Source: an optimization exercise on an open RTL-to-GDS flow (aim: a short achievable clock period and few clock cycles per item). Production flows keep margins and buffers that such runs may drop.
Only simulation tests tie the RTL to the original design; equivalence was not proved.

==> flow/config.mk <==
export PLATFORM = sky130hd
export DESIGN_NAME = muldiv_unit
export DESIGN_NICKNAME = muldiv_unit
export VERILOG_FILES = /design/flow/design.v
export SDC_FILE = /design/flow/constraint.sdc
export NUM_CORES = 4
export LEC_CHECK = 0
export CAP_MARGIN = 20
export CORE_MARGIN = 2
export CORE_UTILIZATION = 40
export SLEW_MARGIN = 20
==> flow/constraint.sdc <==
create_clock -name core_clock -period 10.0 [get_ports {clk}]
set_input_delay 2.0000 -clock core_clock [delete_from_list [all_inputs] [get_ports {clk}]]
set_output_delay 2.0000 -clock core_clock [all_outputs]
set_load 0.01 [all_outputs]
==> flow/design.v <==
`default_nettype none
package rv_m_pkg;
    localparam int unsigned xlen = 32;
    typedef enum logic [2:0] {
        op_mul    = 3'd0,   
        op_mulh   = 3'd1,   
        op_mulhsu = 3'd2,   
        op_mulhu  = 3'd3,   
        op_div    = 3'd4,
        op_divu   = 3'd5,
        op_rem    = 3'd6,
        op_remu   = 3'd7
    } muldiv_op_e;
    localparam int unsigned op_div_bit = 2;
endpackage
`default_nettype wire
`default_nettype none
package muldiv_pkg;
    typedef struct packed {
        logic [2:0]                   op;   
        logic [31:0]                  a;
        logic [31:0]                  b;
    } muldiv_req_t;
    localparam int unsigned div_radix_bits = 2;                    
    localparam int unsigned div_stages     = 32 / div_radix_bits;  
    localparam int unsigned pipe_depth     = div_stages + 2;
endpackage
`default_nettype wire
`timescale 1ns/1ps
`default_nettype none
module div_pipe (
    input  logic                           clk,
    input  logic [2:0]                     op,         
    input  logic [rv_m_pkg::xlen-1:0]      dividend,
    input  logic [rv_m_pkg::xlen-1:0]      divisor,
    output logic [rv_m_pkg::xlen-1:0]      result      
);
    localparam int unsigned N = muldiv_pkg::div_stages;
    logic [31:0] m_a1, m_b1;
    logic        qneg1, rneg1, dz1, rem1;
    logic sgn;
    assign sgn = !op[0];   
    always_ff @(posedge clk) begin
        m_a1  <= (sgn && dividend[31]) ? -dividend : dividend;
        m_b1  <= (sgn && divisor[31])  ? -divisor  : divisor;
        qneg1 <= sgn && (dividend[31] ^ divisor[31]);
        rneg1 <= sgn && dividend[31];
        dz1   <= (divisor == '0);
        rem1  <= op[1];
    end
    logic [31:0] x2, d2;
    logic [33:0] d3_2;
    logic        qneg2, rneg2, dz2, rem2;
    always_ff @(posedge clk) begin
        x2    <= m_a1;
        d2    <= m_b1;
        d3_2  <= {2'b00, m_b1} + {1'b0, m_b1, 1'b0};
        qneg2 <= qneg1;
        rneg2 <= rneg1;
        dz2   <= dz1;
        rem2  <= rem1;
    end
    logic [31:0] r_s    [N+1];
    logic [31:0] x_s    [N+1];
    logic [31:0] d_s    [N+1];
    logic [33:0] d3_s   [N+1];
    logic        qneg_s [N+1];
    logic        rneg_s [N+1];
    logic        dz_s   [N+1];
    logic        rem_s  [N+1];
    assign r_s[0]    = '0;
    assign x_s[0]    = x2;
    assign d_s[0]    = d2;
    assign d3_s[0]   = d3_2;
    assign qneg_s[0] = qneg2;
    assign rneg_s[0] = rneg2;
    assign dz_s[0]   = dz2;
    assign rem_s[0]  = rem2;
    for (genvar k = 0; k < N; k++) begin : g_iter
        localparam int unsigned RW = (2 * (k + 1) < 32) ? 2 * (k + 1) : 32;
        localparam logic [31:0] RMASK = (RW == 32) ? 32'hFFFF_FFFF : ((32'h1 << RW) - 1);
        logic [33:0] t;
        logic [34:0] s1, s2, s3;
        logic [31:0] r_n;
        logic [1:0]  q;
        assign t  = {r_s[k], x_s[k][31:30]};
        assign s1 = {1'b0, t} - {3'b000, d_s[k]};
        assign s2 = {1'b0, t} - {2'b00, d_s[k], 1'b0};
        assign s3 = {1'b0, t} - {1'b0, d3_s[k]};
        always_comb begin
            if (!s3[34]) begin
                q   = 2'd3;
                r_n = s3[31:0];
            end else if (!s2[34]) begin
                q   = 2'd2;
                r_n = s2[31:0];
            end else if (!s1[34]) begin
                q   = 2'd1;
                r_n = s1[31:0];
            end else begin
                q   = 2'd0;
                r_n = t[31:0];
            end
        end
        always_ff @(posedge clk) begin
            r_s[k+1]    <= r_n & RMASK;
            x_s[k+1]    <= {x_s[k][29:0], q};
            d_s[k+1]    <= d_s[k];
            d3_s[k+1]   <= d3_s[k];
            qneg_s[k+1] <= qneg_s[k];
            rneg_s[k+1] <= rneg_s[k];
            dz_s[k+1]   <= dz_s[k];
            rem_s[k+1]  <= rem_s[k];
        end
    end
    always_comb begin
        if (rem_s[N])
            result = rneg_s[N] ? -r_s[N] : r_s[N];
        else if (dz_s[N])
            result = '1;
        else
            result = qneg_s[N] ? -x_s[N] : x_s[N];
    end
endmodule
`default_nettype wire
`timescale 1ns/1ps
`default_nettype none
module csa_level #(
    parameter int unsigned N_IN  = 3,
    parameter int unsigned N_OUT = 2 * (N_IN / 3) + N_IN % 3
) (
    input  logic [N_IN-1:0][63:0]  rows_in,
    output logic [N_OUT-1:0][63:0] rows_out
);
    localparam int unsigned G = N_IN / 3;
    for (genvar g = 0; g < G; g++) begin : g_fa
        logic [63:0] x, y, z, maj;
        assign x = rows_in[3*g];
        assign y = rows_in[3*g+1];
        assign z = rows_in[3*g+2];
        assign rows_out[2*g]   = x ^ y ^ z;
        assign maj             = (x & y) | (x & z) | (y & z);
        assign rows_out[2*g+1] = {maj[62:0], 1'b0};
    end
    for (genvar p = 0; p < N_IN % 3; p++) begin : g_pass
        assign rows_out[2*G+p] = rows_in[3*G+p];
    end
endmodule
module mul_pipe (
    input  logic                           clk,
    input  logic [2:0]                     op,       
    input  logic [rv_m_pkg::xlen-1:0]      a,
    input  logic [rv_m_pkg::xlen-1:0]      b,
    output logic [rv_m_pkg::xlen-1:0]      result    
);
    localparam int unsigned R0 = 34;
    localparam int unsigned R1 = 23;
    localparam int unsigned R2 = 16;
    localparam int unsigned R3 = 11;
    localparam int unsigned R4 = 8;
    localparam int unsigned R5 = 6;
    localparam int unsigned R6 = 4;
    localparam int unsigned R7 = 3;
    localparam int unsigned R8 = 2;
    logic        a_signed, b_neg;
    logic [63:0] ax;
    assign a_signed = (op == rv_m_pkg::op_mulh) || (op == rv_m_pkg::op_mulhsu);
    assign b_neg    = (op == rv_m_pkg::op_mulh) && b[31];
    assign ax       = {{32{a_signed & a[31]}}, a};
    logic [R0-1:0][63:0] pp;
    for (genvar i = 0; i < 32; i++) begin : g_pp
        assign pp[i] = b[i] ? (ax << i) : 64'd0;
    end
    assign pp[32] = b_neg ? {~a, 32'd0} : 64'd0;
    assign pp[33] = {31'd0, b_neg, 32'd0};
    logic [R1-1:0][63:0] l1;
    logic [R2-1:0][63:0] l2, l2_q;
    logic [R3-1:0][63:0] l3;
    logic [R4-1:0][63:0] l4;
    logic [R5-1:0][63:0] l5, l5_q;
    logic [R6-1:0][63:0] l6;
    logic [R7-1:0][63:0] l7;
    logic [R8-1:0][63:0] l8, l8_q;
    logic                hi1, hi2, hi3;
    csa_level #(.N_IN(R0)) u_l1 (.rows_in(pp),   .rows_out(l1));
    csa_level #(.N_IN(R1)) u_l2 (.rows_in(l1),   .rows_out(l2));
    csa_level #(.N_IN(R2)) u_l3 (.rows_in(l2_q), .rows_out(l3));
    csa_level #(.N_IN(R3)) u_l4 (.rows_in(l3),   .rows_out(l4));
    csa_level #(.N_IN(R4)) u_l5 (.rows_in(l4),   .rows_out(l5));
    csa_level #(.N_IN(R5)) u_l6 (.rows_in(l5_q), .rows_out(l6));
    csa_level #(.N_IN(R6)) u_l7 (.rows_in(l6),   .rows_out(l7));
    csa_level #(.N_IN(R7)) u_l8 (.rows_in(l7),   .rows_out(l8));
    logic [63:0] prod;
    assign prod = l8_q[0] + l8_q[1];
    always_ff @(posedge clk) begin
        l2_q   <= l2;
        hi1    <= (op != rv_m_pkg::op_mul);
        l5_q   <= l5;
        hi2    <= hi1;
        l8_q   <= l8;
        hi3    <= hi2;
        result <= hi3 ? prod[63:32] : prod[31:0];
    end
endmodule
`default_nettype wire
`timescale 1ns/1ps
`default_nettype none
module muldiv_ctrl (
    input  logic                           clk,
    input  logic                           reset,
    input  logic                           req,
    input  muldiv_pkg::muldiv_req_t        req_data,
    output logic                           busy,
    output logic                           result_valid,
    output logic [rv_m_pkg::xlen-1:0]      result,
    output muldiv_pkg::muldiv_req_t        req_q,
    input  logic [rv_m_pkg::xlen-1:0]      mul_result,
    input  logic [rv_m_pkg::xlen-1:0]      div_result
);
    localparam int unsigned D = muldiv_pkg::pipe_depth;
    logic [D:0] valid;   
    logic [D:0] is_div;
    assign busy = 1'b0;
    always_ff @(posedge clk) begin
        req_q <= req_data;
    end
    always_ff @(posedge clk) begin
        if (reset) begin
            valid        <= '0;
            result_valid <= 1'b0;
        end else begin
            valid        <= {valid[D-1:0], req};
            result_valid <= valid[D];
        end
    end
    always_ff @(posedge clk) begin
        is_div <= {is_div[D-1:0], req_data.op[rv_m_pkg::op_div_bit]};
        result <= is_div[D] ? div_result : mul_result;
    end
endmodule
`default_nettype wire
`timescale 1ns/1ps
`default_nettype none
module muldiv_unit (
    input  logic                           clk,
    input  logic                           reset,
    input  logic                           req,
    input  muldiv_pkg::muldiv_req_t        req_data,
    output logic                           busy,
    output logic                           result_valid,
    output logic [rv_m_pkg::xlen-1:0]      result
);
    localparam int unsigned D = muldiv_pkg::pipe_depth;
    localparam int unsigned MUL_LAT = 4;   
    muldiv_pkg::muldiv_req_t        req_q;
    logic [rv_m_pkg::xlen-1:0]      mul_out;
    logic [rv_m_pkg::xlen-1:0]      div_out;
    logic [rv_m_pkg::xlen-1:0]      mul_dly [D-MUL_LAT+1];
    muldiv_ctrl u_ctrl (
        .clk          (clk),
        .reset        (reset),
        .req          (req),
        .req_data     (req_data),
        .busy         (busy),
        .result_valid (result_valid),
        .result       (result),
        .req_q        (req_q),
        .mul_result   (mul_dly[D-MUL_LAT]),
        .div_result   (div_out)
    );
    mul_pipe u_mul (
        .clk    (clk),
        .op     (req_q.op),
        .a      (req_q.a),
        .b      (req_q.b),
        .result (mul_out)
    );
    div_pipe u_div (
        .clk      (clk),
        .op       (req_q.op),
        .dividend (req_q.a),
        .divisor  (req_q.b),
        .result   (div_out)
    );
    assign mul_dly[0] = mul_out;
    for (genvar k = 0; k < D - MUL_LAT; k++) begin : g_dly
        always_ff @(posedge clk) mul_dly[k+1] <= mul_dly[k];
    end
endmodule
`default_nettype wire
==> flow/run.sh <==
#!/bin/bash
# synth_recipe.tcl (not shown) runs the flow's synth.tcl, then flattens the netlist and writes it again
# the make line also repeats each setting of config.mk as NAME=value (left out here)
make -C /OpenROAD-flow-scripts/flow DESIGN_CONFIG=/design/flow/config.mk WORK_HOME=/design/flow/orfs CLKGATE_MAP_FILE= SYNTH_SCRIPT=/design/flow/synth_recipe.tcl finish
==> notes.md <==
[layer usage]
metal	vias up	GRT usage, %	part of all wire (%)
li1	49700	-	-
met1	49800	26.4	44
met2	2410	34.8	48
met3	659	2.50	4.6
met4	2	7.56	3.8
met5	-	0	0.0017
[power groups by stage]
| stage | Sequential [mW] | Combinational [mW] | Clock (mW) |
|---|---|---|---|
| floorplan | 19.3 | 13.8 | 0 |
| global placement | 20.6 | 18.9 | 0 |
| detailed placement | 20.6 | 19.1 | 0 |
| CTS | 20.3 | 19.2 | 14.6 |
| global route | 20.6 | 21.8 | 15.2 |
| finish | 20.3 | 19.2 | 14.2 |
[logic make-up after synthesis]
| logic type | count (synthesis) | synth area share, % |
|---|---|---|
| and+or+nand+nor | 3381 | 10.8 |
| other | 1 | 0.00238 |
| DFF | 3510 | 44.5 |
| xor gates and xnor gates | 787 | 4.37 |
| adders and majority gates | 2156 | 22.6 |
| muxes | 179 | 1.19 |
| buffers and inverters | 2188 | 5.26 |
| AOI/OAI and AO/OA | 2763 | 11.3 |
[registers in the layout, indices dropped and copies added, names as in the netlist, 19 cells and up]
name,cells
u_mul.l8_q,119
u_div.d3_s,495
u_div.x_s,512
u_mul.result,32
u_div.d_s,480
u_div.d2,31
u_ctrl.valid,19
u_ctrl.result,32
u_div.d3_2,34
u_div.m_a1,32
u_mul.l5_q,234
u_div.m_b1,32
mul_dly,448
u_div.x2,32
u_ctrl.req_q,66
u_ctrl.is_div,19
u_div.r_s,272
u_mul.l2_q,545
[how the worst min path moves through the flow]
stage | start | to | cells past startpoint
after floorplan | mul_dly[9][0] | mul_dly[10][0] | 0
after global placement | mul_dly[2][4] | mul_dly[3][4] | 0
after detailed placement | u_ctrl.is_div[17] | u_ctrl.is_div[18] | 0
after CTS | u_div.d_s[8][2] | u_div.d_s[9][2] | 0
after global routing | u_div.x_s[10][8] | u_div.x_s[11][10] | 0
final | u_div.m_a1[27] | u_div.x2[27] | 0
[cell type report]
cell class / instances / area (sq um) / share of cell area [%]
diodes: 24 / 60.1 / 0.0338
clock buffers: 513 / 10600 / 5.98
clock inverters: 155 / 2140 / 1.21
inverters: 1735 / 6510 / 3.67
multi-input cells: 9267 / 79400 / 44.7
flip-flops and latches: 3510 / 70300 / 39.6
well taps: 5220 / 6530 / 3.68
repair buffers: 223 / 1930 / 1.09
[layout by cell type (no fill, tap or decap), types with 36 or more instances in the layout]
master,count
o21bai_1,72
clkbuf_1,65
mux2i_1,112
o21ai_1,67
bufinv_16,36
o21ai_0,544
o21a_1,147
nand2_1,947
buf_4,121
clkinv_2,43
nor2b_1,158
or3_1,58
a21boi_0,38
a21o_1,339
a21oi_1,743
a31oi_1,93
a211oi_1,133
o211ai_1,103
and3_1,56
clkdlybuf4s50_1,102
nor4_1,144
clkbuf_8,74
nand4_1,65
nand3_1,125
clkbuf_16,374
nand2b_1,182
and2_1,723
inv_1,1732
mux2_2,64
a22oi_1,52
nor2_1,646
fa_1,1151
xor2_1,340
xnor2_1,447
o31ai_1,74
ha_1,1005
dfxtp_1,3498
nor3_1,138
[metrics by stage]
stage	cell area [sq um]	setup WS, ns
after global routing	177000	4.69
after detailed placement	165000	5.23
after floorplan	158000	6.56
after global placement	165000	5.30
final	177000	5.11
after CTS	177000	5.20
==> reports/metrics.cfg <==
[placement]
io_buffers=102
gp_congestion=0.896
hpwl_mm=312
place_inst=20000

[timing]
max_freq_ghz=0.205
whs_ns=0.290
slew_violations=0
fin_tns_setup_ns=0
period_share_pct=48.9
slew-limit-headroom_pct=28.1
hold_viol=0
rsz0062_at_grt=no
fin_worst_skew_ns=0.0692
final-setup-viol-count=0
worstMarginPinSlew_ns=1.08
period_needed_ns=4.89

[run]
maxCapViolCount=0

[pwr]
clkPwrFrac_pct=26.5
ir_worst_vdd_v=0.000187
cellLeakagePower_nw=80.7
p_total_mw=53.7
netSwitchingPower_mw=19.3
switching_share_pct=35.9
combPwrFrac_pct=35.8
cellInternalPower_mw=34.4
seqPwrFrac_pct=37.8
powerDensity_mw_per_mm2=303

[worst_setup_path]
crit_slowest_cell=nor2_1
r2r_start=u_div.d_s[12][0]
startpoint_type=register
crit_start=u_div.d_s[12][0]
critPathRequiredTime_ns=10.88
cp_data_arrival_time_ns=5.77
cp_common_cell=o211ai_1
path_buf_inv=2
cp_cell_sequence=ha_1 > inv_1 > fa_1 > a21oi_1 > nor2b_1 > a311oi_1 > o211ai_1 > a32oi_1 > o31ai_1 > a21o_1 > nor2_1 > inv_2 > nor3_1 > a31oi_1 > o211ai_1
crit_family=compound AO/OA/AOI/OAI gates
reg2reg_slack_ns=5.11
worstPathMaxFanout=17
cp.depth=15
r2r_end=u_div.r_s[13][5]
endpoint=u_div.r_s[13][5]
reg2reg_depth=15
endpoint_kind=register
path_class=register to register
cpPeakStageDelay_ns=0.86

[routing]
wl_per_cell_um=19.9
drc=0
antenna_left=0
dr.pass1.iters=6
routed_wl_mm=411
avgViaCountPerCell=4.97
drt_iter0_markers=6095
vias=103000

[clock_network]
cts.repair.resized=0
clk_pin_slew_ns=0.06
cts_sinks=3510
cts_setup_buffers=0
hold_buffers=0
cts_tree=yes
cts_buffer_depth=4
cts_buffers=371
htree_levels=5
ctsRootBufferMaster=clkbuf_16
insertion_delay_ns=0.96

[yosys]
ys_seq_elements=3510
ys_types=112
synth.most_common_cell=dfxtp_1
yosysTopAreaCell=dfxtp_1
ys.warnings.count=14
synth_edf_count=0
synthFlopType=dfxtp_1
synth_top_area_share_pct=44.5
synthTopCellsByArea=dfxtp_1 45%, fa_1 15%, ha_1 8.0%
synth.avg_cell_area_sq_um=10.5
syn_inst=15000
yosysSeqAreaShare_pct=44.5
ys_top_cells_by_count=3510 x dfxtp_1, 1732 x inv_1, 1151 x fa_1, 1005 x ha_1, 947 x nand2_1
synth_area_sq_mm=0.158
synth-async-reset-ratio_pct=0
syn_nets=17200

[floorplanning]
die_w_um=632
io-pin-count=104
start_util_pct=40.2
core_area_sq_mm=0.393
rows=230
die-area_sq_mm=0.400
chipHeight_um=632

[run_status]
outcome=finished clean

[grt]
grt_pass1_vias=104000
grt_usage_pct=20.4
grt_start_max_net_pins=63
grt_overflow=0
antenna_found_initial=22
grt_pass1_wl_mm=626

[worst_hold_path]
hold_class=register to register

[layout]
fillers=36700
layout-drive-gt1-share_pct=5.93
final_nets=17300
fin_cells=20600
syn2layout_area_growth_pct=12.4
utilization_pct=45.2

Testbench counts, summed over its fixed seeds: cycles 2,560, ops 2,400.

==> static timing again, ports no longer ideal <==
How much do the figures lean on ideal ports? The routed layout below was timed once more, with nothing changed but the port constraints.
Step 1 sets driving cells, clkbuf_16 on the clock port and buf_2 on the other inputs (assumed; they add their load-dependent delay and slew).
Step 2 adds t to the input delays and takes it off the output delays; t is the mean of the earliest and latest rising clock arrival at the registers after step 1. Input paths then give back, and output paths get back, about the clock's delay inside the block.
Three values: ideal ports, drivers, drivers and shift; two values: the first two.
t, ns: 1.033
setup WS [ns]: 5.112 / 5.112 / 5.112
slew at the worst register clock pin (ns): 0.07 / 0.07
After both steps setup and hold are still met in this run. For this run, drivers alone change the setup slack by 0.000 ns; drivers and shift together by 0.000 ns.
